Background: an optimization exercise with open tools, aiming at small area, a short achievable clock period and few clock cycles per item. Do not read the settings as production practice.
The RTL was checked by simulation tests, not by an equivalence proof against the original design.
Power figures rest on the tool's default switching activity, not on a simulated workload.

==> run a: inputs <==
Design priority_semaphore_bank_top, start of the top module:
module priority_semaphore_bank_top (
    input  logic         aclk,
    input  logic         aresetn,
    input  logic         s_tvalid,
    output logic         s_tready,
    input  logic [47:0]  s_tdata,
    output logic         m_tvalid,
    input  logic         m_tready,
    output logic [15:0]  m_tdata,
    input  logic         cfg_valid,
    output logic         cfg_ready,
    input  logic [0:0]   cfg_index,
    input  logic [63:0]  cfg_data
);
    typedef struct packed {
        logic [7:0] sel;
        logic [4:0] pidx;
        logic       op_wait;
        logic       op_block;
        logic       op_sig;
        logic       op_res;
    } req_t;
    logic       r_vld, x_vld, o0_vld, o1_vld;
    req_t       r_req, x_req, s_req;
    logic [8:0] o0, o1, rsp;
    logic       s_fire, x_fire, r_move, o_pop;
    logic       r_vld_n, x_vld_n, o0_vld_n, o1_vld_n, r_move_n;
    logic [7:0] bank_n, bank_sel;
    logic [1:0] mode;
    logic [5:0] prio;
  ...
clock: 5.0 ns
lec_check: 0
cap_margin: 20
core_margin: 2
core_utilization: 40
setup_slack_margin: 2.8
slew_margin: 20
run.sh (not shown) runs the stock make flow with config.mk's settings and CLKGATE_MAP_FILE= SYNTH_SCRIPT=/design/flow/synth_recipe.tcl, a recipe that flattens the netlist after the stock synthesis.
==> run b (differences from run a) <==
--- a/flow/design.v
+++ b/flow/design.v
@@ -58,21 +58,23 @@
     end
 endmodule
 module psb_core (
     input  logic        aclk,
     input  logic        aresetn,
     input  logic        cfg_mask,     
     input  logic        cfg_counts,   
     input  logic [63:0] cfg_data,
-    input  logic [7:0]  rd_sel,       
+    input  logic [2:0]  rd_sem,       
     input  logic [7:0]  rd_bank,      
     input  logic        ex_fire,
-    input  logic [7:0]  sel,          
-    input  logic [4:0]  pidx,
+    input  logic [7:0]  ex_we,        
+    input  logic [2:0]  sem,          
+    input  logic [3:0]  plo,          
+    input  logic [7:0]  phi,          
     input  logic        op_wait,      
     input  logic        op_block,     
     input  logic        op_sig,       
     input  logic        op_res,       
     output logic [1:0]  status,
     output logic        rel_valid,
     output logic [5:0]  rel_prio
 );
@@ -128,19 +130,19 @@
             end
         end
         lz = {pz[4][14:0], 1'b1};
         lo = {po[4][14:0], 1'b1};
     end
     assign eq1  = c[0] & (c[15:1] == 15'd0);
     assign eqfe = ~c[0] & (c[15:1] == 15'h7FFF);
     always_comb begin
-        for (int i = 0; i < 32; i++) pbit[i] = (pidx == 5'(i));
+        for (int i = 0; i < 32; i++) pbit[i] = plo[i % 4] & phi[i / 4];
     end
-    assign hit = b[pidx];
+    assign hit = |(b & pbit);
     psb_prienc u_prienc (
         .vec  (b),
         .drop (drop),
         .prio (top_prio),
         .two  (two)
     );
     assign dec     = op_wait & ~z;
     assign inc     = op_sig & ~any & (cm ? ~full : z);
@@ -174,30 +176,30 @@
     assign cnt_base = cnt_new & {16{keep}};
     assign mask_wd  = mask_new & {32{keep}};
     assign any_wd   = any_new & keep;
     for (genvar s = 0; s < 8; s++) begin : g_sem
         logic        we;
         logic [7:0]  bt;
         logic [15:0] cw;
         assign bt = cfg_data[8*s +: 8];
-        assign we = ~aresetn | cfg_counts | (ex_fire & sel[s]);
+        assign we = ~aresetn | cfg_counts | ex_we[s];
         assign cw[15:8] = cnt_base[15:8];
         assign cw[7:0]  = cfg_counts ?
                           {bt[7:1] & {7{cmask_reg[s]}}, cmask_reg[s] ? bt[0] : (bt != 8'd0)} :
                           cnt_base[7:0];
         always_ff @(posedge aclk) begin
             if (we) begin
                 cnt_reg[s]  <= cw;
                 mask_reg[s] <= mask_wd;
                 any_reg[s]  <= any_wd;
             end
         end
     end
-    assign fwd  = ex_fire & ((rd_sel & sel) != 8'd0);
+    assign fwd  = ex_fire & (rd_sem == sem);
     assign rsel = rd_bank;
     always_comb begin
         rc  = '0;
         rb  = '0;
         rcm = 1'b0;
         rany = 1'b0;
         for (int s = 0; s < 8; s++) begin
             rany = rany | (any_reg[s] & rsel[s]);
@@ -233,50 +235,54 @@
     input  logic         m_tready,
     output logic [15:0]  m_tdata,
     input  logic         cfg_valid,
     output logic         cfg_ready,
     input  logic [0:0]   cfg_index,
     input  logic [63:0]  cfg_data
 );
     typedef struct packed {
-        logic [7:0] sel;
+        logic [2:0] sem;
         logic [4:0] pidx;
         logic       op_wait;
         logic       op_block;
         logic       op_sig;
         logic       op_res;
     } req_t;
     logic       r_vld, x_vld, o0_vld, o1_vld;
     req_t       r_req, x_req, s_req;
     logic [8:0] o0, o1, rsp;
     logic       s_fire, x_fire, r_move, o_pop;
     logic       r_vld_n, x_vld_n, o0_vld_n, o1_vld_n, r_move_n;
     logic [7:0] bank_n, bank_sel;
+    logic       take;
+    logic [7:0] ex_we;            
+    logic [3:0] x_plo;            
+    logic [7:0] x_phi;
     logic [1:0] mode;
     logic [5:0] prio;
     logic       prio_ok, tmo_nz;
     logic [1:0] status;
     logic       rel_valid;
     logic [5:0] rel_prio;
     assign mode    = s_tdata[1:0];
     assign prio    = s_tdata[10:5];
     assign tmo_nz  = |s_tdata[42:11];
     assign prio_ok = (prio != 6'd0) && (prio <= 6'd32);
-    assign s_req.sel      = 8'd1 << s_tdata[4:2];
+    assign s_req.sem      = s_tdata[4:2];
     assign s_req.pidx     = prio[4:0] - 5'd1;
     assign s_req.op_wait  = (mode == 2'd0);
     assign s_req.op_block = (mode == 2'd0) && tmo_nz && prio_ok;
     assign s_req.op_sig   = (mode == 2'd1);
     assign s_req.op_res   = (mode == 2'd2) && prio_ok;
     assign cfg_ready = 1'b1;
     assign x_fire   = x_vld && !o1_vld;
     assign r_move   = r_vld && (!x_vld || x_fire);
-    assign s_tready = !r_vld || !x_vld || x_fire;
-    assign s_fire   = s_tvalid && s_tready;
+    assign s_tready = take;
+    assign s_fire   = s_tvalid && take;
     assign o_pop    = o0_vld && m_tready;
     always_comb begin
         if (!aresetn) begin
             r_vld_n  = 1'b0;
             x_vld_n  = 1'b0;
             o0_vld_n = 1'b0;
             o1_vld_n = 1'b0;
         end else begin
@@ -286,47 +292,56 @@
                 o0_vld_n = o1_vld || x_fire;
                 o1_vld_n = 1'b0;
             end else begin
                 o0_vld_n = o0_vld;
                 o1_vld_n = o1_vld || x_fire;
             end
         end
         r_move_n = r_vld_n && (!x_vld_n || !o1_vld_n);
-        bank_n   = r_move_n ? (s_fire ? s_req.sel : r_req.sel) :
-                              (r_move ? r_req.sel : x_req.sel);
+        bank_n   = 8'd1 << (r_move_n ? (s_fire ? s_req.sem : r_req.sem) :
+                                       (r_move ? r_req.sem : x_req.sem));
     end
     always_ff @(posedge aclk) begin
         r_vld    <= r_vld_n;
         x_vld    <= x_vld_n;
         o0_vld   <= o0_vld_n;
         o1_vld   <= o1_vld_n;
         bank_sel <= bank_n;
+        take     <= !r_vld_n || !x_vld_n || !o1_vld_n;
+        ex_we    <= (x_vld_n && !o1_vld_n) ?
+                    (8'd1 << (r_move ? r_req.sem : x_req.sem)) : 8'd0;
     end
     assign rsp = {rel_prio, rel_valid, status};
     always_ff @(posedge aclk) begin
         if (s_fire) r_req <= s_req;
-        if (r_move) x_req <= r_req;
+        if (r_move) begin
+            x_req <= r_req;
+            x_plo <= 4'd1 << r_req.pidx[1:0];
+            x_phi <= 8'd1 << r_req.pidx[4:2];
+        end
         if (!o0_vld || o_pop) begin
             o0 <= o1_vld ? o1 : rsp;
         end else if (!o1_vld) begin
             o1 <= rsp;
         end
     end
     psb_core u_core (
         .aclk       (aclk),
         .aresetn    (aresetn),
         .cfg_mask   (cfg_valid && (cfg_index == 1'b0)),
         .cfg_counts (cfg_valid && (cfg_index == 1'b1)),
         .cfg_data   (cfg_data),
-        .rd_sel     (r_req.sel),
+        .rd_sem     (r_req.sem),
         .rd_bank    (bank_sel),
         .ex_fire    (x_fire),
-        .sel        (x_req.sel),
-        .pidx       (x_req.pidx),
+        .ex_we      (ex_we),
+        .sem        (x_req.sem),
+        .plo        (x_plo),
+        .phi        (x_phi),
         .op_wait    (x_req.op_wait),
         .op_block   (x_req.op_block),
         .op_sig     (x_req.op_sig),
         .op_res     (x_req.op_res),
         .status     (status),
         .rel_valid  (rel_valid),
         .rel_prio   (rel_prio)
     );
==> flow/flow/run.sh (new file) <==
#!/bin/bash
# Own layout flow: the standard ORFS flow (standard.sh: the unchanged
# synthesis script and registers, the design's clock and constraints), with
# two settings added on the make command line:
#  - the slow OR2 / OR3 / OR4 cells are marked don't-use, on top of the platform's
#    own list, so synthesis and repair build wide ORs from faster gates;
#  - the port buffers that buffer_ports inserts on every input and output are
#    sky130_fd_sc_hd__buf_2.
# make's output goes to standard.log in the work folder; ORFS writes each
# step's tool log under orfs/logs/.
set -euo pipefail
cd "$(dirname "$0")/.."

PLATFORM_DONT_USE="$(sed -n '/^export DONT_USE_CELLS += /,/^#/p' "$FLOW_HOME/platforms/sky130hd/config.mk" \
  | sed -e 's/export DONT_USE_CELLS += //' -e 's/\\//g' -e 's/^#.*//' | tr -s ' \n' ' ')"

EXTRA=""
for c in or2_0 or2_1 or2_2 or2_4 or2b_1 or2b_2 or2b_4 \
         or3_1 or3_2 or3_4 or3b_1 or3b_2 or3b_4 \
         or4_1 or4_2 or4_4 or4b_1 or4b_2 or4b_4 or4bb_1 or4bb_2 or4bb_4; do
  EXTRA="$EXTRA sky130_fd_sc_hd__$c"
done

echo "DONT_USE_CELLS=$PLATFORM_DONT_USE $EXTRA" > dont_use.txt
bash standard.sh "DONT_USE_CELLS=$PLATFORM_DONT_USE $EXTRA" \
  "BUFFER_PORTS_ARGS=-buffer_cell sky130_fd_sc_hd__buf_2" finish > standard.log 2>&1
==> flow/standard.sh (new file) <==
#!/bin/bash
# synth_recipe.tcl (not shown) runs the flow's synth.tcl, then flattens the netlist and writes it again
# the make line also repeats each setting of config.mk as NAME=value (left out here)
make -C /OpenROAD-flow-scripts/flow DESIGN_CONFIG=/design/flow/config.mk WORK_HOME=/design/flow/orfs CLKGATE_MAP_FILE= SYNTH_SCRIPT=/design/flow/synth_recipe.tcl "${@:-finish}"
==> flow/config.mk (replaced) <==
export PLATFORM = sky130hd
export DESIGN_NAME = priority_semaphore_bank_top
export DESIGN_NICKNAME = priority_semaphore_bank_top
export VERILOG_FILES = /design/flow/design.v
export SDC_FILE = /design/flow/constraint.sdc
export NUM_CORES = 4
export LEC_CHECK = 0
export CAP_MARGIN = 20
export CORE_MARGIN = 2
export CORE_UTILIZATION = 40
export CTS_BUF_LIST = sky130_fd_sc_hd__clkbuf_8
export CTS_CLUSTER_DIAMETER = 80
export CTS_CLUSTER_SIZE = 16
export SETUP_SLACK_MARGIN = 2.7
export SLEW_MARGIN = 20
removed: flow/run.sh
==> run summary <==
	run a	run b
Clk slew on worst S/H paths	0.06 ns	0.10 ns
Post-synthesis sequential area ratio	68.3%	68.6%
Share of Yosys cell area claimed by the top area cell type	61.7%	61.1%
Launch point of the worst path	x_req[5]	cfg_index[0]
Sum of net half-perimeters after detailed placement	37600 µm	36000 µm
Multi-input gate area	7830 µm²	6690 µm²
Worst reg2reg path endpoint	u_core.any_reg[1]	o0[1]
Worst hold margin	0.416 ns	0.430 ns
Area of the die	55900 µm²	56100 µm²
Last element of the critical path	u_core.any_reg[1]	u_core.mask_reg[6][21]
Maximum fanout along the worst path	12	24
Violation count after the first detailed-route iteration	2202	1683
Clock-net power	3.78 mW	2.13 mW
Initial standard-cell utilization of the core	40.3%	40.4%
Status	finished clean	finished clean
Synthesized flop and latch total	516	522
R2R depth	9	7
Routed length on met1	28700 µm	26600 µm
Pin count of the biggest net entering global routing	89	92
Wire length of the first global-routing pass	103000 µm	94100 µm
Synth cell types	72	68
Switch share	28.1%	29.3%
Multi-input gate share of total cell area	28.0%	27.4%
Fraction of the mapped netlist area in compound gates	15.9%	15.1%
Testbench counts of run a, summed over its fixed seeds: cycles 19,296, items 19,200.
Testbench counts of run b, summed over its fixed seeds: cycles 19,296, items 19,200.

separate check: timing with driven ports:
No port has a modelled driver above. Below, the same layouts with a new extraction and two added sets of constraints. Step 1 assumes that a clkbuf_16 drives the clock port and a buf_2 every other input. Step 2 adds t to the input delays and takes it off the output delays; t is the mean of the earliest and latest rising clock arrival at the registers after step 1. Input paths then give back, and output paths get back, about the clock's delay inside the block. Slacks: ideal ports / drivers / drivers and shift; pairs: ideal ports / drivers.
run	shift t [ns]	setup slack, ns	hold WS [ns]	slew at the worst register clock pin (ns)	worst data-port slew with drivers (ns)
run a	0.655	2.421 / 2.421 / 2.119	0.416 / 0.416 / 0.416	0.06 / 0.06	0.07
run b	0.681	2.605 / 2.639 / 1.958	0.430 / 0.430 / 0.430	0.11 / 0.11	0.04
After both steps every run listed still meets setup and hold. The setup slack of run b, which loses most, moves by +0.034 ns with the drivers and by -0.647 ns with both steps.
